This design comes from an exercise in tuning for small area on the open sky130 flow, not from production work.
In this exercise RTL edits were held to simulation tests only and were not proved equivalent to the original.

==> module aes_key_expand, before the edit <==
module aes_key_expand
#(
  parameter int NK = 8
) (
  input  logic            clk,
  input  logic            reset,
  input  logic            start,
  input  logic [32*NK-1:0] key_in,
  output logic            busy,
  output logic            rk_valid,
  input  logic            rk_ready,
  output logic [3:0]      rk_round,
  output logic [31:0]     k0_out,
  output logic [31:0]     k1_out,
  output logic [31:0]     k2_out,
  output logic [31:0]     k3_out,
  output logic            done
);
  logic [127:0] r_hi, r_lon;
  logic [127:0] w_lo;
  logic [7:0]   r_cnt;
  logic [7:0] w_old, w_sub_in, w_sub_out, w_rcon, w_t, w_new;
  logic       w_rot, w_sw, w_adv, w_last;
  logic       w_ld, w_sh, w_hd;
  assign w_lo  = ~r_lon;
  assign w_old = r_hi[127:120];
  assign w_rot = (r_cnt[4:2] == 3'd0);    
  assign w_sw  = (r_cnt[4:2] == 3'd4);    
  always_comb begin
    if (w_rot)
      w_sub_in = (r_cnt[1:0] == 2'd3) ? w_lo[55:48] : w_lo[23:16];
    else
      w_sub_in = w_lo[31:24];
  end
  aes_subword u_sbox (
    .i_byte (w_sub_in),
    .o_byte (w_sub_out)
  );
  assign w_rcon = (r_cnt[1:0] == 2'd0) ? (8'h01 << r_cnt[7:5]) : 8'h00;
  always_comb begin
    if (w_rot)
      w_t = w_sub_out ^ w_rcon;
    else if (w_sw)
      w_t = w_sub_out;
    else
      w_t = w_lo[31:24];
  end
  assign w_new = w_old ^ w_t;
  assign rk_valid = busy && (r_cnt[3:0] == 4'd0);
  assign rk_round = r_cnt[7:4];
  assign {k0_out, k1_out, k2_out, k3_out} = r_hi;
  assign w_adv  = busy && (!rk_valid || rk_ready);
  assign w_last = rk_valid && rk_ready && (r_cnt[7:4] == 4'd14);
  assign w_ld = !busy;
  assign w_sh = w_adv;
  assign w_hd = busy && !w_adv;
  logic [127:0] w_hi_d, w_lon_d, w_hi_s, w_lon_s;
  assign w_hi_s  = {r_hi[119:0], w_lo[127:120]};
  assign w_lon_s = {r_lon[119:0], ~w_new};
  for (genvar b = 0; b < 128; b++) begin : g_win
    aes_win_hi u_hi (
      .ld (w_ld), .key (key_in[128+b]), .sh (w_sh), .s (w_hi_s[b]),
      .hd (w_hd), .q (r_hi[b]), .d (w_hi_d[b])
    );
    aes_win_lo u_lo (
      .busy (busy), .key (key_in[b]), .sh (w_sh), .s (w_lon_s[b]),
      .hd (w_hd), .q (r_lon[b]), .d (w_lon_d[b])
    );
  end
  always_ff @(posedge clk) begin
    r_hi  <= w_hi_d;
    r_lon <= w_lon_d;
    if (!busy)
      r_cnt <= 8'd0;
    else if (w_adv)
      r_cnt <= r_cnt + 8'd1;
  end
  always_ff @(posedge clk) begin
    if (reset) begin
      busy <= 1'b0;
      done <= 1'b0;
    end else begin
      done <= w_last;
      if (!busy)
        busy <= start;
      else if (w_last)
        busy <= 1'b0;
    end
  end
endmodule
Settings: LEC_CHECK=0, CAP_MARGIN=20, CORE_MARGIN=2, CORE_UTILIZATION=25, PLACE_DENSITY=0.5, SLEW_MARGIN=20, SYNTH_KEEP_MODULES=aes_win_hi aes_win_lo aes_subword, BUFFER_PORTS_ARGS=-buffer_cell sky130_fd_sc_hd__buf_1, CTS_ARGS=-sink_clustering_enable -repair_clock_nets -dont_use_dummy_load -sink_clustering_size 12 -sink_clustering_max_diameter 40 -buf_list {sky130_fd_sc_hd__clkbuf_4}; clock period 10.0 ns.
standard.sh (not shown) runs the stock make flow with config.mk's settings and CLKGATE_MAP_FILE= SYNTH_SCRIPT=/design/flow/synth_recipe.tcl, a recipe that flattens the netlist after the stock synthesis.
==> flow/flow/run.sh <==
#!/bin/bash
# Own flow: the standard ORFS layout (standard.sh) with
#  - the standard synthesis script, with ABC mapping done per module with
#    area-oriented scripts instead of ORFS's delay-oriented one: the window
#    bit-select modules (aes_win_hi, aes_win_lo) and the S-box
#    (aes_subword) are kept as modules through mapping and flattened
#    afterwards as usual; the registers and their names are untouched,
#  - buf_1 port buffers instead of ORFS's default port buffer,
#  - a clock tree of small leaf clusters without dummy loads.
# Every tool's output goes to a log file in this folder.
set -euo pipefail
W=$(pwd)
{
  head -n 1 synth_recipe.tcl
  cat <<EOS
proc abc {args} {
  set i [lsearch -exact \$args -script]
  set a_area [lreplace \$args [expr {\$i+1}] [expr {\$i+1}] $W/flow/area.abc]
  set a_amap [lreplace \$args [expr {\$i+1}] [expr {\$i+1}] $W/flow/amap.abc]
  yosys abc {*}\$a_amap aes_win_hi
  yosys abc {*}\$a_area aes_win_lo
  yosys abc {*}\$a_area aes_subword
  yosys abc {*}\$a_area aes256_key_expand
}
EOS
  tail -n +2 synth_recipe.tcl
} > synth_area.tcl
cat >> config.mk <<'EOC'
export SYNTH_KEEP_MODULES = aes_win_hi aes_win_lo aes_subword
export BUFFER_PORTS_ARGS = -buffer_cell sky130_fd_sc_hd__buf_1
export CTS_ARGS = -sink_clustering_enable -repair_clock_nets -dont_use_dummy_load -sink_clustering_size 12 -sink_clustering_max_diameter 40 -buf_list {sky130_fd_sc_hd__clkbuf_4}
EOC
bash standard.sh SYNTH_SCRIPT=$W/synth_area.tcl finish > standard_flow.log 2>&1
==> flow/flow/amap.abc <==
strash
amap
topo
==> flow/flow/area.abc <==
strash
&get -n
&st
&dch
&nf -a -R 1000
&put
topo
The starting point completed without violations.
==> next run, changes <==
--- a/flow/design.v
+++ b/flow/design.v
@@ -222,7 +222,12 @@
     .i_byte (w_sub_in),
     .o_byte (w_sub_out)
   );
-  assign w_rcon = (r_cnt[1:0] == 2'd0) ? (8'h01 << r_cnt[7:5]) : 8'h00;
+  logic w_rc_en;
+  assign w_rc_en = (r_cnt[1:0] == 2'd0);
+  for (genvar k = 0; k < 7; k++) begin : g_rcon
+    assign w_rcon[k] = w_rc_en && (r_cnt[7:5] == 3'(k));
+  end
+  assign w_rcon[7] = 1'b0;
   always_comb begin
     if (w_rot)
       w_t = w_sub_out ^ w_rcon;
Outcome: Setup slack improved by 0.29 ns; area after synthesis barely changes; via count increases by 0.33%; sequential share of layout area barely changes; final area barely changes; clock-buffer cell count increases by 6; register-to-register slack improved by 0.29 ns; clock skew increases by 0.023 ns; final cell count is about the same; die area is about the same.

-- afterwards: timing with drivers on the ports --
No port has a modelled driver above. Below, the same layouts with a new extraction and two added sets of constraints. Step 1 (the two cells are an assumption about what drives the block):
set clk [get_ports {clk}]
set_driving_cell -lib_cell sky130_fd_sc_hd__clkbuf_16 $clk
set_driving_cell -lib_cell sky130_fd_sc_hd__buf_2 [delete_from_list [all_inputs] $clk]
Step 2 moves the port delays by t, midway between the first and last clock arrival at a register: inputs arrive t later, outputs are due t later. That takes back most of the time a late clock gives input paths. Slacks: ideal / step 1 / step 2; pairs: ideal / step 1.
run	shift t [ns]	setup slack, ns	worst setup path at the end	slew at the worst register clock pin (ns)	cell pins on the clock port's net
the first run	0.755	2.568 / 2.568 / 2.568	register to register	0.12 / 0.12	1
the second run	0.752	2.858 / 2.858 / 2.858	register to register	0.12 / 0.12	1
After both steps setup and hold are still met in every run listed.
